What follows belongs to an exercise in optimizing a design on an open flow for small area, a short achievable clock period and few clock cycles per item; a production flow would make more cautious choices.
RTL that was checked went through simulation tests only; none was proved equivalent to the original.
Only the layout flow was run in runs 1 and 2; the RTL was not checked for function there.
Power is estimated from default activity; no workload was simulated.

--- config.mk ---
export PLATFORM = sky130hd
export DESIGN_NAME = data_feeder_top
export DESIGN_NICKNAME = data_feeder_top
export VERILOG_FILES = /design/flow/design.v
export SDC_FILE = /design/flow/constraint.sdc
export NUM_CORES = 4
export LEC_CHECK = 0
export ABC_CLOCK_PERIOD_IN_PS = 2000
export CAP_MARGIN = 20
export CORE_AREA = 5 5 275 275
export DIE_AREA = 0 0 280 280
export SETUP_SLACK_MARGIN = 3.0
export SLEW_MARGIN = 20
--- constraint.sdc ---
create_clock -name core_clock -period 5.0 [get_ports {clk_i}]
set_input_delay 1.0000 -clock core_clock [delete_from_list [all_inputs] [get_ports {clk_i}]]
set_output_delay 1.0000 -clock core_clock [all_outputs]
set_load 0.01 [all_outputs]
--- design.v ---
`default_nettype none
package feeder_pkg;
    typedef logic [31:0]  bus_addr_t;
    typedef logic [31:0]  bus_data_t;
    typedef logic [15:0]  word_t;
    typedef logic [511:0] line_t;
    typedef logic [4:0]   word_idx_t;
    typedef logic [14:0]  len_t;
    typedef logic [14:0]  sram_idx_t;
    typedef logic [7:0]   opcode_t;
    typedef logic [10:0]  line_cnt_t;
    localparam opcode_t OP_LOAD_INPUT  = 8'd9;
    localparam opcode_t OP_LOAD_WEIGHT = 8'd10;
    localparam bus_addr_t REG_DRAM_ADDR = 32'h0000_2024;
    localparam bus_addr_t REG_DRAM_LEN  = 32'h0000_2028;
    localparam bus_addr_t REG_XFER      = 32'h0000_2030;
    localparam bus_addr_t REG_SRAM_IDX  = 32'h0000_2034;
    localparam bus_addr_t REG_DATA_TYPE = 32'h0000_2038;
    localparam bus_addr_t REG_BUSY      = 32'h0000_0020;
    localparam int unsigned LINE_BYTES = 64;
    typedef struct packed {
        bus_addr_t addr;
        len_t      len;
        sram_idx_t sram_idx;
        logic      weight;
    } xfer_cfg_t;
    typedef struct packed {
        logic      valid;
        opcode_t   opcode;
        word_t     data;
        sram_idx_t idx;
    } load_cmd_t;
endpackage
`default_nettype wire
`default_nettype none
module feeder_regs #(
    parameter feeder_pkg::bus_addr_t BUS_BASE = 32'hC400_0000
) (
    input  logic                  clk_i,
    input  logic                  rst_i,
    input  logic                  host_strobe_i,
    input  logic                  host_rw_i,
    input  feeder_pkg::bus_addr_t host_addr_i,
    input  feeder_pkg::bus_data_t host_wdata_i,
    output logic                  host_ready_o,
    output feeder_pkg::bus_data_t host_rdata_o,
    input  logic                  busy_i,
    output feeder_pkg::xfer_cfg_t cfg_o,
    output logic                  start_o
);
    localparam feeder_pkg::bus_addr_t ADDR_DRAM_ADDR = BUS_BASE + feeder_pkg::REG_DRAM_ADDR;
    localparam feeder_pkg::bus_addr_t ADDR_DRAM_LEN  = BUS_BASE + feeder_pkg::REG_DRAM_LEN;
    localparam feeder_pkg::bus_addr_t ADDR_XFER      = BUS_BASE + feeder_pkg::REG_XFER;
    localparam feeder_pkg::bus_addr_t ADDR_SRAM_IDX  = BUS_BASE + feeder_pkg::REG_SRAM_IDX;
    localparam feeder_pkg::bus_addr_t ADDR_DATA_TYPE = BUS_BASE + feeder_pkg::REG_DATA_TYPE;
    localparam feeder_pkg::bus_addr_t ADDR_BUSY      = BUS_BASE + feeder_pkg::REG_BUSY;
    logic        wr_en;
    logic        rd_en;
    logic [30:0] addr_q;    
    logic        busy_q;
    assign wr_en = host_strobe_i && host_rw_i;
    assign rd_en = host_strobe_i && !host_rw_i;
    assign start_o = wr_en && (host_addr_i == ADDR_XFER);
    always_ff @(posedge clk_i) begin
        if (rst_i) begin
            addr_q       <= '0;
            cfg_o.sram_idx <= '0;
            cfg_o.weight <= 1'b0;
        end else if (wr_en) begin
            if (host_addr_i == ADDR_DRAM_ADDR) begin
                addr_q <= host_wdata_i[31:1];
            end
            if (host_addr_i == ADDR_SRAM_IDX) begin
                cfg_o.sram_idx <= feeder_pkg::sram_idx_t'(host_wdata_i);
            end
            if (host_addr_i == ADDR_DATA_TYPE) begin
                cfg_o.weight <= host_wdata_i[0];
            end
        end
    end
    always_ff @(posedge clk_i) begin
        if (wr_en && (host_addr_i == ADDR_DRAM_LEN)) begin
            cfg_o.len <= feeder_pkg::len_t'(host_wdata_i);
        end
    end
    assign cfg_o.addr = {addr_q, 1'b0};
    always_ff @(posedge clk_i) begin
        if (rst_i) begin
            host_ready_o <= 1'b0;
        end else begin
            host_ready_o <= host_strobe_i;
        end
    end
    always_ff @(posedge clk_i) begin
        if (rst_i) begin
            busy_q <= 1'b0;
        end else if (rd_en && (host_addr_i == ADDR_BUSY)) begin
            busy_q <= busy_i;
        end
    end
    assign host_rdata_o = feeder_pkg::bus_data_t'(busy_q);
endmodule
`default_nettype wire
`default_nettype none
module dram_read_req (
    input  logic                  clk_i,
    input  logic                  rst_i,
    input  logic                  start_i,
    input  feeder_pkg::xfer_cfg_t cfg_i,
    input  logic                  fifo_addr_full_i,
    input  logic                  fifo_rw_full_i,
    output logic                  dram_addr_valid_o,
    output feeder_pkg::bus_addr_t dram_addr_o
);
    logic                  active_q;    
    logic                  valid_q;     
    logic [30:0]           addr_q;      
    feeder_pkg::line_cnt_t left_q;      
    logic [15:0]           last_pos;
    logic                  fifo_ready;
    assign last_pos   = 16'(cfg_i.addr[5:1]) + 16'(cfg_i.len) - 16'd1;
    assign fifo_ready = !fifo_addr_full_i && !fifo_rw_full_i;
    always_ff @(posedge clk_i) begin
        if (rst_i) begin
            active_q <= 1'b0;
            valid_q  <= 1'b0;
        end else if (start_i) begin
            active_q <= 1'b1;
            valid_q  <= fifo_ready;
        end else if (valid_q) begin
            valid_q <= 1'b0;
            if (left_q == '0) begin
                active_q <= 1'b0;
            end
        end else begin
            valid_q <= active_q && fifo_ready;
        end
    end
    always_ff @(posedge clk_i) begin
        if (start_i) begin
            addr_q <= cfg_i.addr[31:1];
            left_q <= last_pos[15:5];
        end else if (valid_q) begin
            addr_q <= {addr_q[30:5] + 1'b1, 5'd0};
            left_q <= left_q - 1'b1;
        end
    end
    assign dram_addr_valid_o = valid_q;
    assign dram_addr_o       = {addr_q, 1'b0};
endmodule
`default_nettype wire
`default_nettype none
module gemm_load_feeder (
    input  logic                  clk_i,
    input  logic                  rst_i,
    input  logic                  start_i,
    input  feeder_pkg::xfer_cfg_t cfg_i,
    input  logic                  fifo_data_empty_i,
    input  feeder_pkg::line_t     dram_line_i,
    output logic                  fifo_data_rd_en_o,
    output feeder_pkg::load_cmd_t load_cmd_o,
    output logic                  busy_o
);
    logic                  active_q;    
    feeder_pkg::word_idx_t ptr_q;       
    feeder_pkg::len_t      left_q;      
    logic                  pop_q;       
    logic                  pop_only_q;  
    logic                  fresh_q;     
    feeder_pkg::sram_idx_t idx_q;
    logic                  valid_q;
    feeder_pkg::word_t     data_q;
    logic                  take;
    logic                  last_word;
    logic                  next_last;
    logic [3:0]            sel_lo;
    logic [7:0]            sel_hi;
    feeder_pkg::word_t     word;
    assign take      = active_q && !fifo_data_empty_i && !pop_only_q;
    assign last_word = (left_q == 15'd1);
    assign next_last = (left_q == 15'd2) || (ptr_q == 5'd30);
    always_ff @(posedge clk_i) begin
        if (rst_i) begin
            active_q   <= 1'b0;
            pop_q      <= 1'b0;
            pop_only_q <= 1'b0;
            valid_q    <= 1'b0;
        end else begin
            valid_q    <= take;
            pop_only_q <= 1'b0;
            if (start_i) begin
                active_q <= 1'b1;
                pop_q    <= 1'b0;
            end else if (take) begin
                if (last_word) begin
                    active_q <= 1'b0;
                end
                if (pop_q) begin
                    pop_q <= 1'b0;
                end else if ((ptr_q == 5'd31) || last_word) begin
                    pop_q      <= 1'b1;
                    pop_only_q <= 1'b1;
                end else begin
                    pop_q <= next_last;
                end
            end else if (pop_only_q) begin
                pop_q <= 1'b0;
            end
        end
    end
    always_ff @(posedge clk_i) begin
        if (start_i) begin
            ptr_q   <= cfg_i.addr[5:1];
            left_q  <= cfg_i.len;
            fresh_q <= 1'b1;
        end else if (take) begin
            ptr_q   <= ptr_q + 1'b1;
            left_q  <= left_q - 1'b1;
            fresh_q <= 1'b0;
        end
    end
    always_ff @(posedge clk_i) begin
        if (take) begin
            idx_q <= fresh_q ? cfg_i.sram_idx : feeder_pkg::sram_idx_t'(idx_q + 1'b1);
        end
    end
    always_comb begin
        sel_lo = '0;
        sel_hi = '0;
        sel_lo[ptr_q[1:0]] = 1'b1;
        sel_hi[ptr_q[4:2]] = 1'b1;
    end
    always_comb begin
        word = '0;
        for (int k = 0; k < 32; k++) begin
            word = word | (dram_line_i[16*k +: 16] & {16{sel_lo[k % 4] & sel_hi[k / 4]}});
        end
    end
    always_ff @(posedge clk_i) begin
        data_q <= word;
    end
    assign load_cmd_o.valid  = valid_q;
    assign load_cmd_o.opcode = cfg_i.weight ? feeder_pkg::OP_LOAD_WEIGHT
                                            : feeder_pkg::OP_LOAD_INPUT;
    assign load_cmd_o.data   = data_q;
    assign load_cmd_o.idx    = idx_q;
    assign fifo_data_rd_en_o = pop_q;
    assign busy_o            = active_q;
endmodule
`default_nettype wire
`default_nettype none
module data_feeder_top #(
    parameter feeder_pkg::bus_addr_t BUS_BASE = 32'hC400_0000
) (
    input  logic                  clk_i,
    input  logic                  rst_i,
    input  logic                  host_strobe_i,
    input  logic                  host_rw_i,
    input  feeder_pkg::bus_addr_t host_addr_i,
    input  feeder_pkg::bus_data_t host_wdata_i,
    output logic                  host_ready_o,
    output feeder_pkg::bus_data_t host_rdata_o,
    input  logic                  fifo_addr_full_i,
    input  logic                  fifo_rw_full_i,
    input  logic                  fifo_data_empty_i,
    input  feeder_pkg::line_t     dram_line_i,
    output logic                  dram_addr_valid_o,
    output feeder_pkg::bus_addr_t dram_addr_o,
    output logic                  fifo_data_rd_en_o,
    output feeder_pkg::load_cmd_t load_cmd_o
);
    feeder_pkg::xfer_cfg_t xfer_cfg;
    logic                  xfer_start;
    logic                  busy;
    feeder_regs #(
        .BUS_BASE (BUS_BASE)
    ) feeder_regs_inst (
        .clk_i         (clk_i),
        .rst_i         (rst_i),
        .host_strobe_i (host_strobe_i),
        .host_rw_i     (host_rw_i),
        .host_addr_i   (host_addr_i),
        .host_wdata_i  (host_wdata_i),
        .host_ready_o  (host_ready_o),
        .host_rdata_o  (host_rdata_o),
        .busy_i        (busy),
        .cfg_o         (xfer_cfg),
        .start_o       (xfer_start)
    );
    dram_read_req dram_read_req_inst (
        .clk_i             (clk_i),
        .rst_i             (rst_i),
        .start_i           (xfer_start),
        .cfg_i             (xfer_cfg),
        .fifo_addr_full_i  (fifo_addr_full_i),
        .fifo_rw_full_i    (fifo_rw_full_i),
        .dram_addr_valid_o (dram_addr_valid_o),
        .dram_addr_o       (dram_addr_o)
    );
    gemm_load_feeder gemm_load_feeder_inst (
        .clk_i             (clk_i),
        .rst_i             (rst_i),
        .start_i           (xfer_start),
        .cfg_i             (xfer_cfg),
        .fifo_data_empty_i (fifo_data_empty_i),
        .dram_line_i       (dram_line_i),
        .fifo_data_rd_en_o (fifo_data_rd_en_o),
        .load_cmd_o        (load_cmd_o),
        .busy_o            (busy)
    );
endmodule
`default_nettype wire
--- flow/run.sh ---
#!/bin/bash
# Standard ORFS layout, with the port buffers made of the smallest buffer cell.
set -euo pipefail
export BUFFER_PORTS_ARGS="-buffer_cell sky130_fd_sc_hd__buf_1"
bash standard.sh finish > standard.log 2>&1
--- standard.sh ---
#!/bin/bash
# synth_recipe.tcl (not shown) runs the flow's synth.tcl, then flattens the netlist and writes it again
# the make line also repeats each setting of config.mk as NAME=value (left out here)
make -C /OpenROAD-flow-scripts/flow DESIGN_CONFIG=/design/flow/config.mk WORK_HOME=/design/flow/orfs CLKGATE_MAP_FILE= SYNTH_SCRIPT=/design/flow/synth_recipe.tcl "${@:-finish}"
==> results.sh, run 1 <==
export IMPL_outcome="no timing/DRC/antenna violations"
export IMPL_utilization_pct=28.7
export IMPL_worstHoldPathCells=1
export IMPL_skew_ns=0.0198
export IMPL_crit_chain="inv_2 > ha_4 > buf_4 > buf_4 > nand3b_1 > a21oi_2 > and2_4 > buf_12 > a22o_1 > a221oi_2 > nand4_1 > or3_1"
export IMPL_clock_sinks=164
export IMPL_overflow=0
export IMPL_drtIter0Drc=1644
export IMPL_tightestPinTransition_ns=0.972
export IMPL_h_tree_depth=4
export IMPL_post_drt_wl_per_cell_um=31.6
export IMPL_post_place_ws_ns=1.19
export IMPL_hp_class="register to register"
export IMPL_syn_inst=1386
export IMPL_track_usage_pct=24.0
export IMPL_min_from="gemm_load_feeder_inst.pop_q"
export IMPL_p_leak_nw=7.50
export IMPL_ys_seq_area_share_pct=36.2
export IMPL_portBuffers=651
export IMPL_drv_cap=0
export IMPL_cpPeakStageDelay_ns=0.47
export IMPL_cts_made_buffers=17
export IMPL_critical_path_slowest_cell="or3_1"
export IMPL_reg2reg_depth=12
export IMPL_cp_depth=12
export IMPL_syn_to_final_growth_pct=79.3
export IMPL_crit_fanout=6
export IMPL_chipHeight_um=280
export IMPL_crit_path_start="gemm_load_feeder_inst.ptr_q[2]"
export IMPL_fin_area_um2=20800
export IMPL_worstPathRequired_ns=5.35
export IMPL_fin_ws_ns=2.15
export IMPL_ys_warn_count=4
export IMPL_avgSynthCellArea_um2=8.38
export IMPL_dr_pass1_iters=6
export IMPL_ys_flop_type="edfxtp_1"
export IMPL_synth_edff_count=92
export IMPL_power_density_nw_per_um2=154
export IMPL_clkLatencyLatePin_ns=0.47
export IMPL_hold_buffers=0
export IMPL_max_freq_mhz=350
export IMPL_critPathKind="register to register"
export IMPL_start_util_pct=16.0
export IMPL_grt_pass1_wl_mm=130
export IMPL_core_um2=72600
export IMPL_final_hold_viol_count=0
export IMPL_critPathBufInv=4
export IMPL_crit_top_cell="buf_4"
export IMPL_fillCellCount=7691
export IMPL_clock_path_buffers=2
export IMPL_place_congestion=1.06
export IMPL_cp_top_family="simple AND/OR/NAND/NOR gates"
export IMPL_total_power_mw=3.20
export IMPL_ioPinCount=690
export IMPL_synth_area_um2=11600
export IMPL_die_area_um2=78400
export IMPL_drive_gt1_share_pct=33.0
export IMPL_hpwl_mm=76.6
export IMPL_critPathLaunchType="register"
export IMPL_grt_setup_unrepaired="true"
export IMPL_setup_tns_final_ns=0
export IMPL_ys_ff_latch=164
export IMPL_period_minus_slack_ns=2.85
export IMPL_vias=16200
export IMPL_drcViolationCount=0
export IMPL_antenna_found_initial=80
export IMPL_r2r_start="gemm_load_feeder_inst.ptr_q[2]"
export IMPL_antenna_left=0
export IMPL_final_seq_area_um2=4230
export IMPL_arrival_ns=3.20
export IMPL_relSlewSlack_pct=35.1
export IMPL_rrSetupSlack_ns=2.15
export IMPL_ys_types=74
export IMPL_wl_mm=102
export IMPL_post_route_period_util_pct=57.1
export IMPL_cts_reportedPaths_clkPinSlew_ns=0.08
export IMPL_async_flop_share_pct=0
export IMPL_grt_pass1_vias=15400
export IMPL_irDropWorstVdd_uv=362
export IMPL_dpl_cell_area_um2=15100
export IMPL_end_kind="register"
export IMPL_nets=2829
export IMPL_rows=99
export IMPL_finalMaxSlewViolations=0
export IMPL_setup_viol=0
export IMPL_grt_max_degree=39
export IMPL_root_buffer="clkbuf_16"
export IMPL_vias_per_cell=5.00
export IMPL_chipWidth_um=280
export IMPL_cts_tree="done"
export IMPL_multi_input_area_um2=8810
-- cell usage in the layout, fill, tap and decap left out, types with 36 or more instances in the layout --
cell type  netlist  layout
a22oi_1         70      61
a21oi_1        134      65
xor2_1          44      44
diode_2          0      53
nand3_1         50      36
nand2_4          0      49
conb_1           2      38
buf_4           51     151
buf_6            5      70
buf_1            2     581
nand2_1        261     179
dfxtp_1         72      56
a21oi_2          0      68
edfxtp_1        92      92
-- synth_stat cells, types with 3 or more instances --
library cell	count	area, µm²
a221oi_1	41	359
edfxtp_1	92	2760
a31oi_1	4	25.0
a211oi_1	3	22.5
ha_1	32	400
o211ai_1	4	30.0
a21o_1	5	37.5
inv_1	44	165
nor4b_1	4	35.0
and2_1	24	150
and3_1	21	131
a222oi_1	16	160
a22oi_1	70	526
o22ai_1	4	25.0
dfxtp_1	72	1440
nand3_1	50	250
buf_4	51	383
nor2_1	51	191
o21a_1	3	22.5
o21ai_0	51	255
nor3_1	11	55.1
or3_1	7	43.8
nor2b_1	3	18.8
nor2_2	3	18.8
xnor2_1	22	193
and4_1	6	52.6
buf_2	34	170
o21bai_1	3	22.5
nand2_1	261	980
nor4_1	17	106
xor2_1	44	385
a2111oi_0	7	61.3
a32o_1	4	40.0
a22o_1	37	324
clkbuf_1	45	169
mux2i_1	10	100
nand2b_1	7	43.8
nand4_1	34	213
a221oi_2	4	60.1
a221o_1	8	80.1
buf_6	5	56.3
a21oi_1	134	671
-- area by class of cell --
class                           instances  area share [%]
Sequential cell                       164            20.3
Timing Repair Buffer                  899            27.4
Clock inverter                         14           0.709
Inverter                               44           0.811
Tap cell                              959            5.76
Clock buffer                           18            2.16
Multi-Input combinational cell       1088            42.3
Antenna cell                           53           0.637
-- registers in the layout, summed over array words and instances, names as in the netlist, 5 cells and up --
signal,count
feeder_regs_inst.cfg_o,31
gemm_load_feeder_inst.left_q,15
dram_read_req_inst.left_q,11
feeder_regs_inst.addr_q,31
gemm_load_feeder_inst.idx_q,15
dram_read_req_inst.addr_q,31
gemm_load_feeder_inst.data_q,16
gemm_load_feeder_inst.ptr_q,5
-- worst reg2reg max path, cell delays in order (launching register included) --
cell      delay [ns]
edfxtp_1        0.45
inv_2           0.07
ha_4            0.21
buf_4           0.14
buf_4           0.14
nand3b_1        0.10
a21oi_2         0.10
and2_4          0.16
buf_12          0.12
a22o_1          0.22
a221oi_2        0.19
nand4_1         0.36
or3_1           0.48
-- routing by layer --
metal / track usage (%) / vias to the layer above / part of all wire [%]
met5: 0 / - / 0.13
met4: 17.3 / 18 / 7.9
met3: 9.71 / 308 / 11
met2: 38.1 / 1172 / 47
met1: 25.9 / 7857 / 34
li1: - / 6838 / -
-- where the power goes --
group	switching (mW)	total, mW	leakage [nW]	internal [mW]
Clock	0.697	1.40	0.297	0.699
Combinational	0.246	0.384	5.81	0.139
Sequential	0.00420	1.42	1.39	1.42
Total	0.946	3.20	7.50	2.25
-- through the flow --
step / hold WS, ns / std cells
final: 0.447 / 3239
after global routing: 0.458 / 3229
after CTS: 0.451 / 3118
after detailed placement: 0.445 / 2916
after global placement: 0.431 / 2916
after floorplan: 0.422 / 1422
-- repair_timing --
action,4_1_cts,5_1_grt
buffers inserted,139,61
setup endpoints to repair,276,281
gates resized for setup,442,240
gates cloned,31,6
pin swaps,106,70
-- cells by family after synthesis --
kind of cell | Yosys count | synth area share (%)
adder cells (fa/ha/maj) | 32 | 3.45
buffers and inverters | 183 | 8.27
multiplexers | 11 | 0.959
AO/OA/AOI/OAI | 413 | 24.8
AND/OR/NAND/NOR | 513 | 20.9
flip-flops | 164 | 36.2
XOR/XNOR | 68 | 5.45
other | 2 | 0.0646
-- path summary, 6_finish.rpt --
path	end
max	gemm_load_feeder_inst.data_q[0]
min	gemm_load_feeder_inst.pop_only_q
max reg2reg	gemm_load_feeder_inst.data_q[0]
min reg2reg	gemm_load_feeder_inst.pop_only_q
==> run 2, diff against run 1 <==
--- a/config.mk
+++ b/config.mk
@@ -6,8 +6,8 @@
 export NUM_CORES = 4
 export LEC_CHECK = 0
-export ABC_CLOCK_PERIOD_IN_PS = 2000
+export ABC_CLOCK_PERIOD_IN_PS = 2500
 export CAP_MARGIN = 20
 export CORE_AREA = 5 5 275 275
 export DIE_AREA = 0 0 280 280
-export SETUP_SLACK_MARGIN = 3.0
+export SETUP_SLACK_MARGIN = 2.5
 export SLEW_MARGIN = 20
==> run 2 against run 1 <==
  * Final cell count decreased by 4.1%
  * Synthesized cell count is the same
  * Sequential power about the same
  * Routed wire length shrank 1.4%
  * Utilization shrank 4.5 points
  * First-iteration DRC count is 0.36% lower
  * Die area is the same
  * Total power rose by 1.4%
  * Clock power rose by 5%
  * Fmax is 1.2% higher
  * Critical path type unchanged
  * Critical endpoint is now gemm_load_feeder_inst.data_q[15]
==> results.sh, run 2 <==
export IMPL_outcome="no timing/DRC/antenna violations"
export IMPL_p_switching_uw=962
export IMPL_worstPathRequired_ns=5.33
export IMPL_post_drt_wl_per_cell_um=32.4
export IMPL_grt_pass1_wl_mm=129
export IMPL_p_leak_nw=5.86
export IMPL_utilization_pct=24.2
export IMPL_drtIter0Drc=1638
export IMPL_placed_cells=2927
export IMPL_fillCellCount=8177
export IMPL_critical_path_slowest_cell="a2111oi_4"
export IMPL_cts_reportedPaths_clkPinSlew_ns=0.09
export IMPL_hpwl_mm=83.1
export IMPL_max_freq_mhz=355
export IMPL_ioPinCount=690
export IMPL_avgSynthCellArea_um2=8.38
export IMPL_syn_to_final_growth_pct=51.1
export IMPL_setup_viol=0
export IMPL_worstHoldPathCells=1
export IMPL_clock_path_buffers=2
export IMPL_hp_class="register to register"
export IMPL_vias_per_cell=4.91
export IMPL_ys_warn_count=4
export IMPL_root_buffer="clkbuf_16"
export IMPL_syn_inst=1386
export IMPL_drv_cap=0
export IMPL_drcViolationCount=0
export IMPL_ys_ff_latch=164
export IMPL_synth_commonest_cells="261 x nand2_1, 134 x a21oi_1, 92 x edfxtp_1, 72 x dfxtp_1, 70 x a22oi_1"
export IMPL_reg2reg_depth=9
export IMPL_power_share_sequential_pct=43.8
export IMPL_dr_pass1_iters=7
export IMPL_rr_endpoint="gemm_load_feeder_inst.data_q[15]"
export IMPL_clkLatencyLatePin_ns=0.49
export IMPL_final_hold_viol_count=0
export IMPL_intPower_mw=2.28
export IMPL_h_tree_depth=4
export IMPL_drive_gt1_share_pct=15.4
export IMPL_place_congestion=1.03
export IMPL_track_usage_pct=24.1
export IMPL_skew_ns=0.0286
export IMPL_synthTopCellsByArea="edfxtp_1 24%, dfxtp_1 12%, nand2_1 8.4%"
export IMPL_yosys_area_top_type_share_pct=23.8
export IMPL_async_flop_share_pct=0
export IMPL_post_route_period_util_pct=56.4
export IMPL_synth_edff_count=92
export IMPL_end_kind="register"
export IMPL_relSlewSlack_pct=37.3
export IMPL_layout_cells_non_filler=3107
export IMPL_synth_area_um2=11600
export IMPL_clock_sinks=164
export IMPL_chipWidth_um=280
export IMPL_combPwrFrac_pct=11.0
export IMPL_crit_fanout=9
export IMPL_irDropWorstVdd_uv=225
export IMPL_critPathKind="register to register"
export IMPL_ys_flop_type="edfxtp_1"
export IMPL_setup_tns_final_ns=0
export IMPL_final_seq_area_um2=4210
export IMPL_reg_top3="dram_read_req_inst.addr_q (31), feeder_regs_inst.addr_q (31), feeder_regs_inst.cfg_o (31)"
export IMPL_chipHeight_um=280
export IMPL_synth_most_common_cell="nand2_1"
export IMPL_ys_seq_area_share_pct=36.2
export IMPL_finalMaxSlewViolations=0
export IMPL_multi_input_area_um2=7430
export IMPL_p_sw_share_pct=29.6
export IMPL_final_common_cell="buf_1"
export IMPL_die_area_um2=78400
export IMPL_arrival_ns=3.15
export IMPL_min_from="gemm_load_feeder_inst.pop_only_q"
export IMPL_start_util_pct=16.0
export IMPL_rrSetupSlack_ns=2.18
export IMPL_layout_cells_most_common_list="649 x buf_1, 253 x nand2_1, 126 x a21oi_1"
export IMPL_yosysTopAreaCell="edfxtp_1"
export IMPL_antenna_left=0
export IMPL_tightestPinTransition_ns=0.939
export IMPL_period_minus_slack_ns=2.82
export IMPL_crit_chain="inv_2 > ha_4 > xor2_4 > buf_12 > nor2_2 > a221oi_2 > nand3_1 > a2111oi_4 > nand4_1"
export IMPL_rows=99
export IMPL_overflow=0
export IMPL_power_density_nw_per_um2=185
export IMPL_cpPeakStageDelay_ns=0.49
export IMPL_clkPwrFrac_pct=45.2
export IMPL_core_um2=72600
export IMPL_vias=15200
export IMPL_grt_pass1_vias=14700
export IMPL_r2r_start="gemm_load_feeder_inst.ptr_q[2]"
export IMPL_grt_max_degree=52
export IMPL_portBuffers=651
export IMPL_critPathLaunchType="register"
export IMPL_cts_tree="done"
export IMPL_hold_end="gemm_load_feeder_inst.pop_q"
export IMPL_ys_types=74
export IMPL_cts_made_buffers=17
export IMPL_wl_mm=101
export IMPL_antenna_found_initial=107
export IMPL_nets=2706
export IMPL_grt_setup_unrepaired="true"
## run 2: cell counts after synthesis
Identical to the previous run, type by type.
## run 2: repair_timing
item / in CTS / in global routing
hold buffers: 0 / 0
buffers inserted: 75 / 21
gates resized for setup: 155 / 60
endpoints found under the setup margin: 186 / 199
cloned: 4 / 4
pin swaps: 53 / 45
## run 2: worst max path at each step
stage | startpoint | endpoint | slack [ns] | depth (start not counted)
floorplan | host_addr_i[18] | feeder_regs_inst.cfg_o[16] | 2.16 | 5
global placement | gemm_load_feeder_inst.ptr_q[2] | gemm_load_feeder_inst.data_q[15] | 0.46 | 9
detailed placement | gemm_load_feeder_inst.ptr_q[2] | gemm_load_feeder_inst.data_q[15] | 0.77 | 9
CTS | gemm_load_feeder_inst.ptr_q[1] | gemm_load_feeder_inst.data_q[5] | 2.22 | 9
global route | gemm_load_feeder_inst.ptr_q[3] | gemm_load_feeder_inst.data_q[14] | 2.20 | 10
finish | gemm_load_feeder_inst.ptr_q[2] | gemm_load_feeder_inst.data_q[15] | 2.18 | 9
## run 2: per-layer routing
layer / up-vias / global-route usage [%] / wire (µm)
met5: - / 0 / 30
met4: 4 / 15.8 / 8630
met3: 380 / 4.52 / 6800
met2: 1035 / 43.4 / 50600
met1: 7287 / 25.7 / 34700
li1: 6538 / - / -
## run 2: critical path, delay by kind of cell (launching register included)
kind | cells | cell delay, ns
buffers and inverters | 2 | 0.27
flip-flops | 1 | 0.45
AO/OA/AOI/OAI | 2 | 0.90
AND/OR/NAND/NOR | 3 | 0.55
adder cells (fa/ha/maj) | 1 | 0.22
XOR/XNOR | 1 | 0.27
## run 2: metrics by stage
| stage | hold slack, ns | instance area, µm² | power [mW] | setup WS [ns] |
|---|---|---|---|---|
| 2_1_floorplan | 0.398 | 11900 | 1.52 | 2.16 |
| 3_3_place_gp | 0.408 | 14900 | 1.79 | 0.459 |
| 3_5_place_dp | 0.411 | 14900 | 1.78 | 0.772 |
| 4_1_cts | 0.422 | 16900 | 3.27 | 2.22 |
| 5_1_grt | 0.459 | 17500 | 3.35 | 2.20 |
| 6_report | 0.423 | 17600 | 3.24 | 2.18 |
## run 2: cell families after synthesis
family | share of synthesized area, %
AO/OA/AOI/OAI | 24.8
XOR/XNOR | 5.45
adder cells (fa/ha/maj) | 3.45
buffers and inverters | 8.27
flip-flops | 36.2
multiplexers | 0.959
other | 0.0646
AND/OR/NAND/NOR | 20.9
## run 2: power by group through the flow
stage / clock, mW / sequential [mW] / combinational (mW)
CTS: 1.51 / 1.42 / 0.341
global placement: 0 / 1.45 / 0.335
finish: 1.47 / 1.42 / 0.356
global route: 1.56 / 1.42 / 0.368
detailed placement: 0 / 1.45 / 0.329
floorplan: 0 / 1.45 / 0.0676
## run 2: cell type report
class / count / area share (%)
Multi-Input combinational cell: 1078 / 42.3
Sequential cell: 164 / 24.0
Timing Repair Buffer: 786 / 21.8
Tap cell: 959 / 6.83
Clock buffer: 18 / 2.57
Inverter: 44 / 0.941
Clock inverter: 14 / 0.912
Antenna cell: 44 / 0.627
==> run 3, diff against run 2 <==
--- a/design.v
+++ b/design.v
@@ -61,5 +61,11 @@
     assign wr_en = host_strobe_i && host_rw_i;
     assign rd_en = host_strobe_i && !host_rw_i;
-    assign start_o = wr_en && (host_addr_i == ADDR_XFER);
+    always_ff @(posedge clk_i) begin
+        if (rst_i) begin
+            start_o <= 1'b0;
+        end else begin
+            start_o <= wr_en && (host_addr_i == ADDR_XFER);
+        end
+    end
     always_ff @(posedge clk_i) begin
         if (rst_i) begin
@@ -96,5 +102,5 @@
             busy_q <= 1'b0;
         end else if (rd_en && (host_addr_i == ADDR_BUSY)) begin
-            busy_q <= busy_i;
+            busy_q <= busy_i || start_o;
         end
     end
@@ -163,5 +169,6 @@
 );
     logic                  active_q;    
-    feeder_pkg::word_idx_t ptr_q;       
+    logic [3:0]            ptr_lo_q;    
+    logic [7:0]            ptr_hi_q;    
     feeder_pkg::len_t      left_q;      
     logic                  pop_q;       
@@ -174,10 +181,12 @@
     logic                  last_word;
     logic                  next_last;
-    logic [3:0]            sel_lo;
-    logic [7:0]            sel_hi;
+    logic                  at_30;
+    logic                  at_31;
     feeder_pkg::word_t     word;
     assign take      = active_q && !fifo_data_empty_i && !pop_only_q;
     assign last_word = (left_q == 15'd1);
-    assign next_last = (left_q == 15'd2) || (ptr_q == 5'd30);
+    assign at_30     = ptr_hi_q[7] && ptr_lo_q[2];
+    assign at_31     = ptr_hi_q[7] && ptr_lo_q[3];
+    assign next_last = (left_q == 15'd2) || at_30;
     always_ff @(posedge clk_i) begin
         if (rst_i) begin
@@ -198,5 +207,5 @@
                 if (pop_q) begin
                     pop_q <= 1'b0;
-                end else if ((ptr_q == 5'd31) || last_word) begin
+                end else if (at_31 || last_word) begin
                     pop_q      <= 1'b1;
                     pop_only_q <= 1'b1;
@@ -211,9 +220,13 @@
     always_ff @(posedge clk_i) begin
         if (start_i) begin
-            ptr_q   <= cfg_i.addr[5:1];
+            ptr_lo_q <= 4'(1) << cfg_i.addr[2:1];
+            ptr_hi_q <= 8'(1) << cfg_i.addr[5:3];
             left_q  <= cfg_i.len;
             fresh_q <= 1'b1;
         end else if (take) begin
-            ptr_q   <= ptr_q + 1'b1;
+            ptr_lo_q <= {ptr_lo_q[2:0], ptr_lo_q[3]};
+            if (ptr_lo_q[3]) begin
+                ptr_hi_q <= {ptr_hi_q[6:0], ptr_hi_q[7]};
+            end
             left_q  <= left_q - 1'b1;
             fresh_q <= 1'b0;
@@ -226,13 +239,7 @@
     end
     always_comb begin
-        sel_lo = '0;
-        sel_hi = '0;
-        sel_lo[ptr_q[1:0]] = 1'b1;
-        sel_hi[ptr_q[4:2]] = 1'b1;
-    end
-    always_comb begin
         word = '0;
         for (int k = 0; k < 32; k++) begin
-            word = word | (dram_line_i[16*k +: 16] & {16{sel_lo[k % 4] & sel_hi[k / 4]}});
+            word = word | (dram_line_i[16*k +: 16] & {16{ptr_lo_q[k % 4] & ptr_hi_q[k / 4]}});
         end
     end
--- a/config.mk
+++ b/config.mk
@@ -8,6 +8,6 @@
 export ABC_CLOCK_PERIOD_IN_PS = 2500
 export CAP_MARGIN = 20
-export CORE_AREA = 5 5 275 275
-export DIE_AREA = 0 0 280 280
+export CORE_MARGIN = 2
+export CORE_UTILIZATION = 55
 export SETUP_SLACK_MARGIN = 2.5
 export SLEW_MARGIN = 20
==> run 3 against run 2 <==
  * The run now fails in I/O pin placement (3_2_place_iop)
  * Synthesized cell count down 3.2%
  * Synthesized area up 0.25%
==> results.sh, run 3 <==
export IMPL_ys_types=72
export IMPL_chipWidth_um=150
export IMPL_start_util_pct=55.8
export IMPL_ys_ff_latch=172
export IMPL_ys_warn_count=4
export IMPL_synth_most_common_cell="nand2_1"
export IMPL_failing_step="I/O pin placement (3_2_place_iop)"
export IMPL_error_line="[ERROR PPL-0024] Number of IO pins (690) exceeds maximum number of available positions (534). Increase the die perimeter from 598.06um to 938.40um."
export IMPL_synth_edff_count=99
export IMPL_chipHeight_um=150
export IMPL_avgSynthCellArea_um2=8.68
export IMPL_synth_commonest_cells="167 x nand2_1, 141 x a22oi_1, 99 x edfxtp_1, 77 x nand3_1, 73 x dfxtp_1"
export IMPL_outcome="aborted with a tool error"
export IMPL_rows=53
export IMPL_syn_inst=1341
export IMPL_yosys_area_top_type_share_pct=25.5
export IMPL_async_flop_share_pct=0
export IMPL_synth_area_um2=11600
export IMPL_ys_seq_area_share_pct=38.1
export IMPL_ys_flop_type="edfxtp_1"
export IMPL_yosysTopAreaCell="edfxtp_1"
export IMPL_synthTopCellsByArea="edfxtp_1 26%, dfxtp_1 13%, a22oi_1 9.1%"
==> run 3: cell families after synthesis <==
family                     synth area share [%]
muxes                                      1.75
DFF                                        38.1
other                                    0.0645
AOI/OAI and AO/OA                          27.3
buffers and inverters                      7.78
and+or+nand+nor                            18.3
adders and majority gates                  2.47
xor gates and xnor gates                   4.21
Testbench counts of run 3, summed over its fixed seeds: cycles 185,016, words 174,743.
==> run 4, diff against run 3 <==
--- a/config.mk
+++ b/config.mk
@@ -6,8 +6,8 @@
 export NUM_CORES = 4
 export LEC_CHECK = 0
-export ABC_CLOCK_PERIOD_IN_PS = 2500
+export ABC_CLOCK_PERIOD_IN_PS = 3000
 export CAP_MARGIN = 20
 export CORE_MARGIN = 2
 export CORE_UTILIZATION = 55
-export SETUP_SLACK_MARGIN = 2.5
+export SETUP_SLACK_MARGIN = 2.0
 export SLEW_MARGIN = 20
==> run 4 against run 3 <==
  * The flow again stops in I/O pin placement (3_2_place_iop)
  * Synthesized area stayed put
  * Synthesized cell count stayed put
==> results.sh, run 4 <==
export IMPL_yosysTopAreaCell="edfxtp_1"
export IMPL_outcome="aborted with a tool error"
export IMPL_start_util_pct=55.8
export IMPL_failing_step="I/O pin placement (3_2_place_iop)"
export IMPL_chipWidth_um=150
export IMPL_async_flop_share_pct=0
export IMPL_ys_warn_count=4
export IMPL_ys_flop_type="edfxtp_1"
export IMPL_ys_seq_area_share_pct=38.1
export IMPL_synth_area_um2=11600
export IMPL_syn_inst=1341
export IMPL_synthTopCellsByArea="edfxtp_1 26%, dfxtp_1 13%, a22oi_1 9.1%"
export IMPL_synth_most_common_cell="nand2_1"
export IMPL_ys_types=72
export IMPL_error_line="[ERROR PPL-0024] Number of IO pins (690) exceeds maximum number of available positions (534). Increase the die perimeter from 598.06um to 938.40um."
export IMPL_synth_commonest_cells="167 x nand2_1, 141 x a22oi_1, 99 x edfxtp_1, 77 x nand3_1, 73 x dfxtp_1"
export IMPL_synth_edff_count=99
export IMPL_avgSynthCellArea_um2=8.68
export IMPL_rows=53
export IMPL_ys_ff_latch=172
export IMPL_chipHeight_um=150
export IMPL_yosys_area_top_type_share_pct=25.5
==> run 4: kinds of logic after synthesis <==
family	Yosys count	synth area share, %
compound gates	443	27.3
simple gates	429	18.3
buf+inv	196	7.78
flops	172	38.1
xor+xnor	56	4.21
fa+ha+maj	23	2.47
mux	20	1.75
other cells	2	0.0645
==> run 5, diff against run 4 <==
--- a/config.mk
+++ b/config.mk
@@ -6,8 +6,8 @@
 export NUM_CORES = 4
 export LEC_CHECK = 0
-export ABC_CLOCK_PERIOD_IN_PS = 3000
+export ABC_CLOCK_PERIOD_IN_PS = 2500
 export CAP_MARGIN = 20
-export CORE_MARGIN = 2
-export CORE_UTILIZATION = 55
-export SETUP_SLACK_MARGIN = 2.0
+export CORE_AREA = 5 5 235 235
+export DIE_AREA = 0 0 240 240
+export SETUP_SLACK_MARGIN = 2.8
 export SLEW_MARGIN = 20
==> run 5 against run 4 <==
  * The run now finishes clean
  * Synthesized area unchanged
  * Synthesized cell count unchanged
==> results.sh, run 5 <==
export IMPL_die_area_um2=57600
export IMPL_yosysTopAreaCell="edfxtp_1"
export IMPL_synthTopCellsByArea="edfxtp_1 26%, dfxtp_1 13%, a22oi_1 9.1%"
export IMPL_portBuffers=651
export IMPL_tightestPinTransition_ns=1.05
export IMPL_yosys_area_top_type_share_pct=25.5
export IMPL_core_um2=52400
export IMPL_drv_cap=0
export IMPL_grt_pass1_vias=14400
export IMPL_ioPinCount=690
export IMPL_total_power_mw=3.26
export IMPL_relSlewSlack_pct=30.1
export IMPL_synth_edff_count=99
export IMPL_whs_ns=0.465
export IMPL_ys_types=72
export IMPL_start_util_pct=22.2
export IMPL_antenna_left=0
export IMPL_post_drt_wl_per_cell_um=31.7
export IMPL_vias=15000
export IMPL_ys_seq_area_share_pct=38.1
export IMPL_ys_warn_count=4
export IMPL_final_hold_viol_count=0
export IMPL_syn_to_final_growth_pct=47.2
export IMPL_critPathKind="register to register"
export IMPL_critPathLaunchType="register"
export IMPL_chipWidth_um=240
export IMPL_grt_max_degree=110
export IMPL_final_common_cell="buf_1"
export IMPL_max_freq_mhz=428
export IMPL_arrival_ns=2.53
export IMPL_utilization_pct=32.7
export IMPL_worstPathRequired_ns=5.20
export IMPL_grt_pass1_wl_mm=112
export IMPL_irDropWorstVdd_uv=308
export IMPL_synth_commonest_cells="167 x nand2_1, 141 x a22oi_1, 99 x edfxtp_1, 77 x nand3_1, 73 x dfxtp_1"
export IMPL_syn_inst=1341
export IMPL_setup_viol=0
export IMPL_antenna_found_initial=55
export IMPL_dr_pass1_iters=10
export IMPL_track_usage_pct=27.5
export IMPL_clock_path_buffers=2
export IMPL_reg_top3="dram_read_req_inst.addr_q (31), feeder_regs_inst.addr_q (31), feeder_regs_inst.cfg_o (31)"
export IMPL_clkLatencyLatePin_ns=0.48
export IMPL_overflow=0
export IMPL_hpwl_mm=67.6
export IMPL_power_density_nw_per_um2=190
export IMPL_rows=84
export IMPL_place_congestion=0.985
export IMPL_cts_made_buffers=17
export IMPL_h_tree_depth=4
export IMPL_setup_tns_final_ns=0
export IMPL_hp_class="register to register"
export IMPL_synth_area_um2=11600
export IMPL_chipHeight_um=240
export IMPL_period_minus_slack_ns=2.34
export IMPL_ys_flop_type="edfxtp_1"
export IMPL_async_flop_share_pct=0
export IMPL_ys_ff_latch=172
export IMPL_clock_sinks=172
export IMPL_drive_gt1_share_pct=15.2
export IMPL_grt_setup_unrepaired="true"
export IMPL_synth_most_common_cell="nand2_1"
export IMPL_drtIter0Drc=1605
export IMPL_finalMaxSlewViolations=0
export IMPL_wl_mm=87.4
export IMPL_outcome="no timing/DRC/antenna violations"
export IMPL_crit_fanout=6
export IMPL_end_kind="register"
export IMPL_skew_ns=0.0171
export IMPL_vias_per_cell=5.42
export IMPL_p_leak_nw=5.76
export IMPL_root_buffer="clkbuf_16"
export IMPL_avgSynthCellArea_um2=8.68
export IMPL_cts_reportedPaths_clkPinSlew_ns=0.08
export IMPL_drcViolationCount=0
export IMPL_cts_tree="done"
export IMPL_post_route_period_util_pct=46.7
export IMPL_layout_cells_most_common_list="632 x buf_1, 134 x a22oi_1, 133 x nand2_1"
export IMPL_nets=2631
[run 5: cell counts after synthesis]
No cell type changed its count.
[run 5: cell type report]
cell class | instances | area [µm²]
fillers | 5722 | 35300
multi-input cells | 1010 | 7100
flip-flops and latches | 172 | 4450
repair buffers | 773 | 3840
well taps | 688 | 861
clock buffers | 17 | 425
inverters | 51 | 206
clock inverters | 15 | 180
diodes | 34 | 85.1
[run 5: repair_timing]
action / in CTS / in global routing
hold buffers: 0 / 0
resized for setup: 64 / 141
gates cloned: 4 / 8
buffers inserted: 33 / 48
setup endpoints to repair: 97 / 84
pin swaps: 20 / 58
[run 5: cells by family after synthesis]
family	synth area share, %
DFF	38.1
adders and majority gates	2.47
AOI/OAI and AO/OA	27.3
other	0.0645
buffers and inverters	7.78
xor gates and xnor gates	4.21
muxes	1.75
and+or+nand+nor	18.3
[run 5: final timing paths]
path                                     from                      endpoint  slack [ns]  depth (start not counted)
hold reg to reg   feeder_regs_inst.addr_q[23]   feeder_regs_inst.addr_q[23]        0.47                          2
hold / removal    feeder_regs_inst.addr_q[23]   feeder_regs_inst.addr_q[23]        0.47                          2
setup reg to reg   feeder_regs_inst.addr_q[3]  dram_read_req_inst.left_q[6]        2.66                          9
setup / recovery   feeder_regs_inst.addr_q[3]  dram_read_req_inst.left_q[6]        2.66                          9
[run 5: per-stage QoR]
step / cell area [µm²] / worst slack, ns / std cells
after CTS: 16000 / 2.67 / 2670
after detailed placement: 14800 / 2.15 / 2601
after floorplan: 12000 / 2.51 / 1377
final: 17100 / 2.66 / 2760
after global placement: 14800 / 2.17 / 2600
after global routing: 17100 / 2.57 / 2744
[run 5: critical path, stage by stage (launching register included)]
cell      delay, ns
dfxtp_2        0.40
inv_2          0.07
ha_4           0.26
inv_2          0.03
ha_4           0.27
nand3_2        0.08
o31a_1         0.41
a21oi_4        0.26
a221o_1        0.20
a211oi_2       0.07
[run 5: layer usage]
layer | part of all wire (%) | track usage, %
met2 | 46 | 41.8
met1 | 38 | 34.3
met4 | 4.6 | 13.3
met3 | 11 | 10.8
met5 | 0.19 | 0
[run 5: power breakdown]
part | internal [mW] | switching (mW) | leakage (nW)
Clock | 0.673 | 0.713 | 0.288
Combinational | 0.168 | 0.216 | 4.01
Sequential | 1.48 | 0.00724 | 1.47
Total | 2.32 | 0.937 | 5.76
==> run 6, diff against run 5 <==
--- a/config.mk
+++ b/config.mk
@@ -10,4 +10,4 @@
 export CORE_AREA = 5 5 235 235
 export DIE_AREA = 0 0 240 240
-export SETUP_SLACK_MARGIN = 2.8
+export SETUP_SLACK_MARGIN = 3.1
 export SLEW_MARGIN = 20
==> run 6 against run 5 <==
  * Largest cell class unchanged
  * Via count increased by 3.2%
  * Worst setup slack gained 0.043 ns
  * Combinational power increased by 5.5%
  * Clock skew is 0.0041 ns lower
  * Clock-buffer cell count is the same
  * Total power barely moved
  * Worst hold slack improved by 0.012 ns
==> results.sh, run 6 <==
export IMPL_avgSynthCellArea_um2=8.68
export IMPL_synthTopCellsByArea="edfxtp_1 26%, dfxtp_1 13%, a22oi_1 9.1%"
export IMPL_cts_tree="done"
export IMPL_overflow=0
export IMPL_layout_cells_non_filler=2848
export IMPL_cpPeakStageDelay_ns=0.41
export IMPL_clock_path_buffers=2
export IMPL_dr_pass1_iters=9
export IMPL_chipWidth_um=240
export IMPL_cts_made_buffers=17
export IMPL_synth_mux_area_share_pct=1.75
export IMPL_hold_buffers=0
export IMPL_drcViolationCount=0
export IMPL_worstPathRequired_ns=5.22
export IMPL_clkPwrFrac_pct=42.0
export IMPL_synth_commonest_cells="167 x nand2_1, 141 x a22oi_1, 99 x edfxtp_1, 77 x nand3_1, 73 x dfxtp_1"
export IMPL_yosysTopAreaCell="edfxtp_1"
export IMPL_track_usage_pct=30.0
export IMPL_grt_pass1_vias=14800
export IMPL_finalMaxSlewViolations=0
export IMPL_chipHeight_um=240
export IMPL_yosys_area_top_type_share_pct=25.5
export IMPL_crit_fanout=5
export IMPL_critPathKind="register to register"
export IMPL_rows=84
export IMPL_cts_reportedPaths_clkPinSlew_ns=0.07
export IMPL_placed_cells=2594
export IMPL_wl_mm=93.0
export IMPL_power_density_nw_per_um2=170
export IMPL_setup_viol=0
export IMPL_drv_cap=0
export IMPL_post_place_ws_ns=2.15
export IMPL_vias=15400
export IMPL_portBuffers=651
export IMPL_synthAdderAreaFrac_pct=2.47
export IMPL_whs_ns=0.478
export IMPL_synth_top_family_by_area="compound AO/OA/AOI/OAI gates"
export IMPL_period_minus_slack_ns=2.29
export IMPL_final_hold_viol_count=0
export IMPL_antenna_left=0
export IMPL_place_congestion=1.02
export IMPL_post_drt_wl_per_cell_um=32.7
export IMPL_cp_top_family="compound AO/OA/AOI/OAI gates"
export IMPL_synth_compound_area_share_pct=27.3
export IMPL_die_area_um2=57600
export IMPL_arrival_ns=2.52
export IMPL_grt_pass1_wl_mm=121
export IMPL_post_route_period_util_pct=45.9
export IMPL_synth_edff_count=99
export IMPL_combPwrFrac_pct=12.4
export IMPL_ys_flop_type="edfxtp_1"
export IMPL_irDropWorstVdd_uv=249
export IMPL_ioPinCount=690
export IMPL_crit_chain="inv_2 > ha_1 > inv_1 > ha_4 > nand2b_4 > o31a_1 > a21oi_4 > a211o_1 > a31o_2"
export IMPL_final_common_cell="buf_1"
export IMPL_grt_max_degree=80
export IMPL_layout_cells_most_common_list="576 x buf_1, 118 x buf_4, 115 x a22oi_1"
export IMPL_hpwl_mm=68.2
export IMPL_yosys_area_share_simple_pct=18.3
export IMPL_start_util_pct=22.2
export IMPL_critPathBufInv=2
export IMPL_drive_gt1_share_pct=27.2
export IMPL_fin_ws_ns=2.71
export IMPL_ys_types=72
export IMPL_p_sw_share_pct=28.8
export IMPL_root_buffer="clkbuf_16"
export IMPL_antenna_found_initial=74
export IMPL_ys_seq_area_share_pct=38.1
export IMPL_critPathLaunchType="register"
export IMPL_p_switching_uw=941
export IMPL_tightestPinTransition_ns=0.913
export IMPL_synth_area_um2=11600
export IMPL_reg_top3="dram_read_req_inst.addr_q (31), feeder_regs_inst.addr_q (31), feeder_regs_inst.cfg_o (31)"
export IMPL_async_flop_share_pct=0
export IMPL_critical_path_slowest_cell="dfxtp_4"
export IMPL_power_share_sequential_pct=45.5
export IMPL_clkLatencyLatePin_ns=0.47
export IMPL_syn_to_final_growth_pct=64.5
export IMPL_outcome="no timing/DRC/antenna violations"
export IMPL_synth_xor_area_share_pct=4.21
export IMPL_relSlewSlack_pct=39.1
export IMPL_end_kind="register"
export IMPL_setup_tns_final_ns=0
export IMPL_max_freq_mhz=436
export IMPL_vias_per_cell=5.42
export IMPL_syn_inst=1341
export IMPL_core_um2=52400
export IMPL_ys_warn_count=4
export IMPL_nets=2701
export IMPL_grt_setup_unrepaired="true"
export IMPL_ys_ff_latch=172
export IMPL_p_leak_nw=6.84
export IMPL_skew_ns=0.0130
export IMPL_hp_class="register to register"
export IMPL_drtIter0Drc=1435
export IMPL_h_tree_depth=4
export IMPL_clock_sinks=172
export IMPL_synth_most_common_cell="nand2_1"
export IMPL_intPower_mw=2.32
## run 6: cell types whose count changed in the layout (fill, tap and decap cells not counted), moves of 14 or more
cell / delta
buf_1: -56
buf_6: +45
nand2_1: -35
buf_4: +33
clkbuf_2: +26
nand2_4: +23
a21oi_1: -20
a21oi_2: +19
a22oi_1: -19
a22oi_2: +19
dfxtp_1: -19
diode_2: +18
buf_16: +14
dfxtp_2: +14
## run 6: logic make-up (layout without fill, tap and decap cells)
kind of cell,Yosys count,count (layout)
xor+xnor,56,56
flops,172,172
simple gates,429,429
mux,20,20
compound gates,443,444
fa+ha+maj,23,23
other cells,2,90
buf+inv,196,926
## run 6: power groups by stage
stage	logic [mW]	clock network [mW]	registers, mW
5_1_grt	0.429	1.46	1.49
6_report	0.405	1.37	1.49
4_1_cts	0.381	1.41	1.49
2_1_floorplan	0.132	0	1.52
3_3_place_gp	0.360	0	1.52
3_5_place_dp	0.362	0	1.52
## run 6: worst register-to-register path, cell delays in order (launching register included)
cell and delay, ns:
dfxtp_4 0.41, inv_2 0.09, ha_1 0.18, inv_1 0.09, ha_4 0.21, nand2b_4 0.06, o31a_1 0.31, a21oi_4 0.14
a211o_1 0.31, a31o_2 0.25
## run 6: worst paths after layout
kind         cells past startpoint                         from                           end  slack (ns)
max                              9   feeder_regs_inst.addr_q[1]  dram_read_req_inst.left_q[7]        2.71
min                              2  feeder_regs_inst.addr_q[21]   feeder_regs_inst.addr_q[21]        0.48
max reg2reg                      9   feeder_regs_inst.addr_q[1]  dram_read_req_inst.left_q[7]        2.71
min reg2reg                      2  feeder_regs_inst.addr_q[21]   feeder_regs_inst.addr_q[21]        0.48
## run 6: metrics by stage
| step | area, µm² | power, mW | utilization [%] |
|---|---|---|---|
| floorplan | 12100 | 1.65 | - |
| global placement | 14900 | 1.88 | 28.4 |
| detailed placement | 14900 | 1.89 | 28.4 |
| CTS | 18100 | 3.28 | 34.6 |
| global route | 19100 | 3.38 | 36.4 |
| finish | 19200 | 3.26 | 36.5 |
## run 6: layout make-up
type                    count  area (µm²)
diodes                     52         130
clock buffers              17         425
clock inverters            15         149
fillers                  5485       33300
inverters                  51         218
multi-input cells        1010        7800
flip-flops and latches    172        4480
well taps                 688         861
repair buffers            842        5080
repair inverters            1        5.00
## run 6: metal layers
| metal | track usage (%) | wire (µm) | vias up |
|---|---|---|---|
| li1 | - | - | 6690 |
| met1 | 35.5 | 34000 | 7509 |
| met2 | 47.4 | 42200 | 991 |
| met3 | 11.7 | 11000 | 221 |
| met4 | 15.5 | 5580 | 20 |
| met5 | 0 | 164 | - |
## run 6: what timing repair did
action                                  4_1_cts  5_1_grt
pin swaps                                    79      102
gates cloned                                 22        1
endpoints found under the setup margin      280      214
buffers inserted                            116       31
gates resized for setup                     327      179
==> run 7, diff against run 6 <==
--- a/config.mk
+++ b/config.mk
@@ -10,4 +10,4 @@
 export CORE_AREA = 5 5 235 235
 export DIE_AREA = 0 0 240 240
-export SETUP_SLACK_MARGIN = 3.1
+export SETUP_SLACK_MARGIN = 2.5
 export SLEW_MARGIN = 20
==> run 7 against run 6 <==
  * Non-clock buffer count decreased by 152
  * Clock power about the same
  * Critical path depth decreased by 4
  * Die area unchanged
  * Worst setup slack got worse by 0.20 ns
  * Critical endpoint is now gemm_load_feeder_inst.data_q[1]
  * Highest routed layer unchanged
==> results.sh, run 7 <==
export IMPL_ys_flop_type="edfxtp_1"
export IMPL_ys_ff_latch=172
export IMPL_setup_viol=0
export IMPL_rr_endpoint="gemm_load_feeder_inst.data_q[1]"
export IMPL_ys_warn_count=4
export IMPL_rows=84
export IMPL_critPathLaunchType="register"
export IMPL_drive_gt1_share_pct=6.09
export IMPL_antenna_left=0
export IMPL_power_density_nw_per_um2=209
export IMPL_relSlewSlack_pct=31.8
export IMPL_critPathCapture="gemm_load_feeder_inst.data_q[1]"
export IMPL_intPower_mw=2.36
export IMPL_nets=2548
export IMPL_rrSetupSlack_ns=2.50
export IMPL_chipWidth_um=240
export IMPL_p_sw_share_pct=27.7
export IMPL_ys_seq_area_share_pct=38.1
export IMPL_critPathKind="register to register"
export IMPL_clkLatencyLatePin_ns=0.46
export IMPL_p_switching_uw=903
export IMPL_post_place_ws_ns=2.14
export IMPL_clkPwrFrac_pct=42.8
export IMPL_fin_ws_ns=2.50
export IMPL_crit_fanout=39
export IMPL_final_common_cell="buf_1"
export IMPL_async_flop_share_pct=0
export IMPL_end_kind="register"
export IMPL_post_drt_wl_per_cell_um=30.7
export IMPL_crit_path_start="gemm_load_feeder_inst.ptr_lo_q[0]"
export IMPL_reg_top3="dram_read_req_inst.addr_q (31), feeder_regs_inst.addr_q (31), feeder_regs_inst.cfg_o (31)"
export IMPL_synth_commonest_cells="167 x nand2_1, 141 x a22oi_1, 99 x edfxtp_1, 77 x nand3_1, 73 x dfxtp_1"
export IMPL_utilization_pct=29.8
export IMPL_grt_max_degree=110
export IMPL_hold_buffers=0
export IMPL_drtIter0Drc=1610
export IMPL_crit_chain="buf_4 > and2_1 > a32oi_1 > nand4_1 > or4_1"
export IMPL_whs_ns=0.453
export IMPL_final_hold_viol_count=0
export IMPL_yosysTopAreaCell="edfxtp_1"
export IMPL_cts_made_buffers=17
export IMPL_portBuffers=651
export IMPL_chipHeight_um=240
export IMPL_drv_cap=0
export IMPL_start_util_pct=22.2
export IMPL_max_freq_mhz=401
export IMPL_core_um2=52400
export IMPL_grt_pass1_vias=13800
export IMPL_fillCellCount=5822
export IMPL_power_share_sequential_pct=45.7
export IMPL_combPwrFrac_pct=11.5
export IMPL_overflow=0
export IMPL_drcViolationCount=0
export IMPL_post_route_period_util_pct=49.9
export IMPL_synth_area_um2=11600
export IMPL_synth_most_common_cell="nand2_1"
export IMPL_cts_tree="done"
export IMPL_finalMaxSlewViolations=0
export IMPL_clock_path_buffers=2
export IMPL_hpwl_mm=66.4
export IMPL_grt_setup_unrepaired="true"
export IMPL_h_tree_depth=4
export IMPL_vias=14200
export IMPL_p_leak_nw=5.07
export IMPL_r2r_start="gemm_load_feeder_inst.ptr_lo_q[0]"
export IMPL_skew_ns=0.0181
export IMPL_fin_area_um2=15600
export IMPL_layout_cells_most_common_list="650 x buf_1, 165 x nand2_1, 138 x a22oi_1"
export IMPL_die_area_um2=57600
export IMPL_setup_tns_final_ns=0
export IMPL_dpl_cell_area_um2=14700
export IMPL_reg2reg_depth=5
export IMPL_critical_path_slowest_cell="or4_1"
export IMPL_ioPinCount=690
export IMPL_yosys_area_top_type_share_pct=25.5
export IMPL_syn_to_final_growth_pct=34.2
export IMPL_hp_class="register to register"
export IMPL_avgSynthCellArea_um2=8.68
export IMPL_antenna_found_initial=55
export IMPL_arrival_ns=2.78
export IMPL_cts_reportedPaths_clkPinSlew_ns=0.08
export IMPL_worstPathRequired_ns=5.29
export IMPL_synthTopCellsByArea="edfxtp_1 26%, dfxtp_1 13%, a22oi_1 9.1%"
export IMPL_dr_pass1_iters=10
export IMPL_syn_inst=1341
export IMPL_wl_mm=82.1
export IMPL_track_usage_pct=26.6
export IMPL_clock_sinks=172
export IMPL_irDropWorstVdd_uv=234
export IMPL_cpPeakStageDelay_ns=0.59
export IMPL_tightestPinTransition_ns=1.02
export IMPL_ys_types=72
export IMPL_outcome="no timing/DRC/antenna violations"
export IMPL_grt_pass1_wl_mm=108
export IMPL_place_congestion=0.991
export IMPL_synth_edff_count=99
export IMPL_period_minus_slack_ns=2.50
export IMPL_vias_per_cell=5.29
export IMPL_root_buffer="clkbuf_16"
[run 7: routing by layer]
layer / up-vias / track usage, % / wire (µm)
met4: 22 / 13.0 / 3390
met2: 796 / 41.6 / 38000
met3: 129 / 8.87 / 8630
met5: - / 0 / 139
li1: 6334 / - / -
met1: 6886 / 33.0 / 32000
[run 7: stage by stage]
| step | cells | total power, mW |
|---|---|---|
| 2_1_floorplan | 1377 | 1.65 |
| 3_3_place_gp | 2596 | 1.89 |
| 4_1_cts | 2635 | 3.29 |
| 3_5_place_dp | 2596 | 1.89 |
| 5_1_grt | 2669 | 3.38 |
| 6_report | 2678 | 3.26 |
[run 7: worst min-delay path by stage]
stage,cells after the start,from,slack [ns],end
after floorplan,2,feeder_regs_inst.addr_q[6],0.43,feeder_regs_inst.addr_q[6]
after global placement,2,feeder_regs_inst.addr_q[6],0.44,feeder_regs_inst.addr_q[6]
after detailed placement,2,feeder_regs_inst.addr_q[5],0.45,feeder_regs_inst.addr_q[5]
after CTS,2,feeder_regs_inst.addr_q[5],0.45,feeder_regs_inst.addr_q[5]
after global routing,2,feeder_regs_inst.addr_q[6],0.47,feeder_regs_inst.addr_q[6]
final,2,feeder_regs_inst.addr_q[20],0.45,feeder_regs_inst.addr_q[20]
[run 7: logic make-up after synthesis]
group                    count (synthesis)  share of synthesized area (%)
AND/OR/NAND/NOR                        429                           18.3
flip-flops                             172                           38.1
multiplexers                            20                           1.75
AO/OA/AOI/OAI                          443                           27.3
XOR/XNOR                                56                           4.21
adder cells (fa/ha/maj)                 23                           2.47
buffers and inverters                  196                           7.78
other                                    2                         0.0645
[run 7: power by group through the flow]
stage	Combinational, mW	Clock (mW)	Sequential, mW
final	0.376	1.39	1.49
after global routing	0.400	1.49	1.49
after CTS	0.369	1.43	1.49
after detailed placement	0.366	0	1.52
after global placement	0.367	0	1.52
after floorplan	0.131	0	1.52
[run 7: area by class of cell]
cell class | count | area (µm²) | area share, %
diodes | 35 | 87.6 | 0.561
clock buffers | 17 | 425 | 2.72
repair buffers | 690 | 2820 | 18.0
inverters | 51 | 199 | 1.27
multi-input cells | 1010 | 6610 | 42.3
flip-flops and latches | 172 | 4450 | 28.5
clock inverters | 15 | 179 | 1.15
well taps | 688 | 861 | 5.51
[run 7: worst max-delay path, delay by kind of cell, from the launching register on]
kind            cells  cell delay (ns)
compound gates      1             0.26
flops               1             0.43
simple gates        3             1.23
buf+inv             1             0.30
[run 7: repair_timing]
action,in CTS,in global routing
gates cloned,0,1
endpoints found under the hold margin,0,0
gates resized for setup,5,26
pin swaps,0,4
setup endpoints to repair,19,15
setup buffers,7,6
==> run 8, diff against run 7 <==
==> flow/run.sh (replaced) <==
#!/bin/bash
# Standard ORFS layout, with the port buffers made of the smallest buffer
# cell and the pins allowed on every routing track, for a smaller die.
set -euo pipefail
export BUFFER_PORTS_ARGS="-buffer_cell sky130_fd_sc_hd__buf_1"
export PLACE_PINS_ARGS="-min_distance 1 -min_distance_in_tracks"
bash standard.sh finish > standard.log 2>&1
--- a/config.mk
+++ b/config.mk
@@ -8,6 +8,6 @@
 export ABC_CLOCK_PERIOD_IN_PS = 2500
 export CAP_MARGIN = 20
-export CORE_AREA = 5 5 235 235
-export DIE_AREA = 0 0 240 240
+export CORE_AREA = 5 5 165 165
+export DIE_AREA = 0 0 170 170
 export SETUP_SLACK_MARGIN = 2.5
 export SLEW_MARGIN = 20
==> run 8 against run 7 <==
  * The flow now stops in global routing (5_1_grt)
  * Synthesized cell count unchanged
  * Synthesized area unchanged
==> results.sh, run 8 <==
export IMPL_hold_buffers=0
export IMPL_yosysTopAreaCell="edfxtp_1"
export IMPL_overflow=1
export IMPL_h_tree_depth=4
export IMPL_synthTopCellsByArea="edfxtp_1 26%, dfxtp_1 13%, a22oi_1 9.1%"
export IMPL_synth_area_um2=11600
export IMPL_ys_flop_type="edfxtp_1"
export IMPL_ys_ff_latch=172
export IMPL_avgSynthCellArea_um2=8.68
export IMPL_root_buffer="clkbuf_16"
export IMPL_async_flop_share_pct=0
export IMPL_placed_cells=2235
export IMPL_grt_pass1_wl_mm=85.6
export IMPL_ys_warn_count=4
export IMPL_yosys_area_top_type_share_pct=25.5
export IMPL_ioPinCount=690
export IMPL_error_line="[ERROR GRT-0116] Global routing finished with congestion. Check the congestion regions in the DRC Viewer."
export IMPL_ys_types=72
export IMPL_track_usage_pct=39.4
export IMPL_syn_inst=1341
export IMPL_clock_path_buffers=2
export IMPL_place_congestion=1.15
export IMPL_synth_most_common_cell="nand2_1"
export IMPL_synth_commonest_cells="167 x nand2_1, 141 x a22oi_1, 99 x edfxtp_1, 77 x nand3_1, 73 x dfxtp_1"
export IMPL_rows=58
export IMPL_failing_step="global routing (5_1_grt)"
export IMPL_clock_sinks=172
export IMPL_post_place_ws_ns=2.04
export IMPL_start_util_pct=46.2
export IMPL_grt_max_degree=76
export IMPL_ys_seq_area_share_pct=38.1
export IMPL_chipWidth_um=170
export IMPL_chipHeight_um=170
export IMPL_outcome="aborted with a tool error"
export IMPL_hpwl_mm=45.9
export IMPL_cts_made_buffers=17
export IMPL_portBuffers=651
export IMPL_grt_pass1_vias=13800
export IMPL_synth_edff_count=99
-- run 8: cell counts after synthesis --
No cell type changed its count.
-- run 8: through the flow --
| step | cell area [µm²] | hold WS [ns] |
|---|---|---|
| 2_1_floorplan | 11800 | 0.428 |
| 3_3_place_gp | 14100 | 0.438 |
| 3_5_place_dp | 14100 | 0.445 |
| 4_1_cts | 14800 | 0.453 |
-- run 8: worst min path at each step --
| stage | startpoint | to | slack, ns | depth (start not counted) |
|---|---|---|---|---|
| floorplan | feeder_regs_inst.addr_q[6] | feeder_regs_inst.addr_q[6] | 0.43 | 2 |
| global placement | feeder_regs_inst.addr_q[5] | feeder_regs_inst.addr_q[5] | 0.44 | 2 |
| detailed placement | feeder_regs_inst.addr_q[26] | feeder_regs_inst.addr_q[26] | 0.44 | 2 |
| CTS | feeder_regs_inst.addr_q[30] | feeder_regs_inst.addr_q[30] | 0.45 | 2 |
-- run 8: logic make-up after synthesis --
logic type / after synthesis / synth area share (%)
AND/OR/NAND/NOR: 429 / 18.3
AO/OA/AOI/OAI: 443 / 27.3
other: 2 / 0.0645
adder cells (fa/ha/maj): 23 / 2.47
buffers and inverters: 196 / 7.78
XOR/XNOR: 56 / 4.21
flip-flops: 172 / 38.1
multiplexers: 20 / 1.75
-- run 8: per-layer routing --
layer | GRT usage, % | overflow
met3 | 13.7 | 0
met1 | 43.9 | 0
met5 | 2.34 | 0
met4 | 28.7 | 0
met2 | 62.1 | 1
-- run 8: what timing repair did --
action,4_1_cts
gates resized for setup,6
pin swaps,1
buffers inserted,1
setup endpoints to repair,65
-- run 8: power groups by stage --
stage	clock network, mW	registers, mW	logic [mW]
2_1_floorplan	0	1.52	0.131
3_3_place_gp	0	1.52	0.305
3_5_place_dp	0	1.52	0.307
4_1_cts	1.35	1.49	0.310

==> afterwards: timing with drivers on the ports <==
Ports are ideal in the flow. The routed layouts listed here were re-timed in OpenROAD. Step 1 sets driving cells, clkbuf_16 on the clock port and buf_2 on the other inputs (assumed; they add their load-dependent delay and slew). Step 2 adds t to the input delays and takes it off the output delays; t is the mean of the earliest and latest rising clock arrival at the registers after step 1. Input paths then give back, and output paths get back, about the clock's delay inside the block. Three values: no drivers, after step 1, after step 2; two values: the first two.
| run | t, ns | setup slack, ns | worst setup path after step 2 | worst register clock-pin slew, ns | worst slew at a driven data input, ns |
|---|---|---|---|---|---|
| run 1 | 0.516 | 2.147 / 2.147 / 1.786 | input to register | 0.09 / 0.09 | 0.25 |
| run 2 | 0.525 | 2.180 / 2.180 / 2.040 | input to register | 0.09 / 0.09 | 0.31 |
| run 5 | 0.526 | 2.663 / 2.663 / 2.229 | input to register | 0.09 / 0.09 | 0.27 |
| run 6 | 0.514 | 2.706 / 2.706 / 2.234 | input to register | 0.09 / 0.09 | 0.24 |
| run 7 | 0.501 | 2.503 / 2.503 / 2.175 | input to register | 0.08 / 0.08 | 0.22 |
After both steps setup and hold are still met in every run listed. For run 6, which loses most, drivers alone change the setup slack by 0.000 ns; drivers and shift together by -0.472 ns.
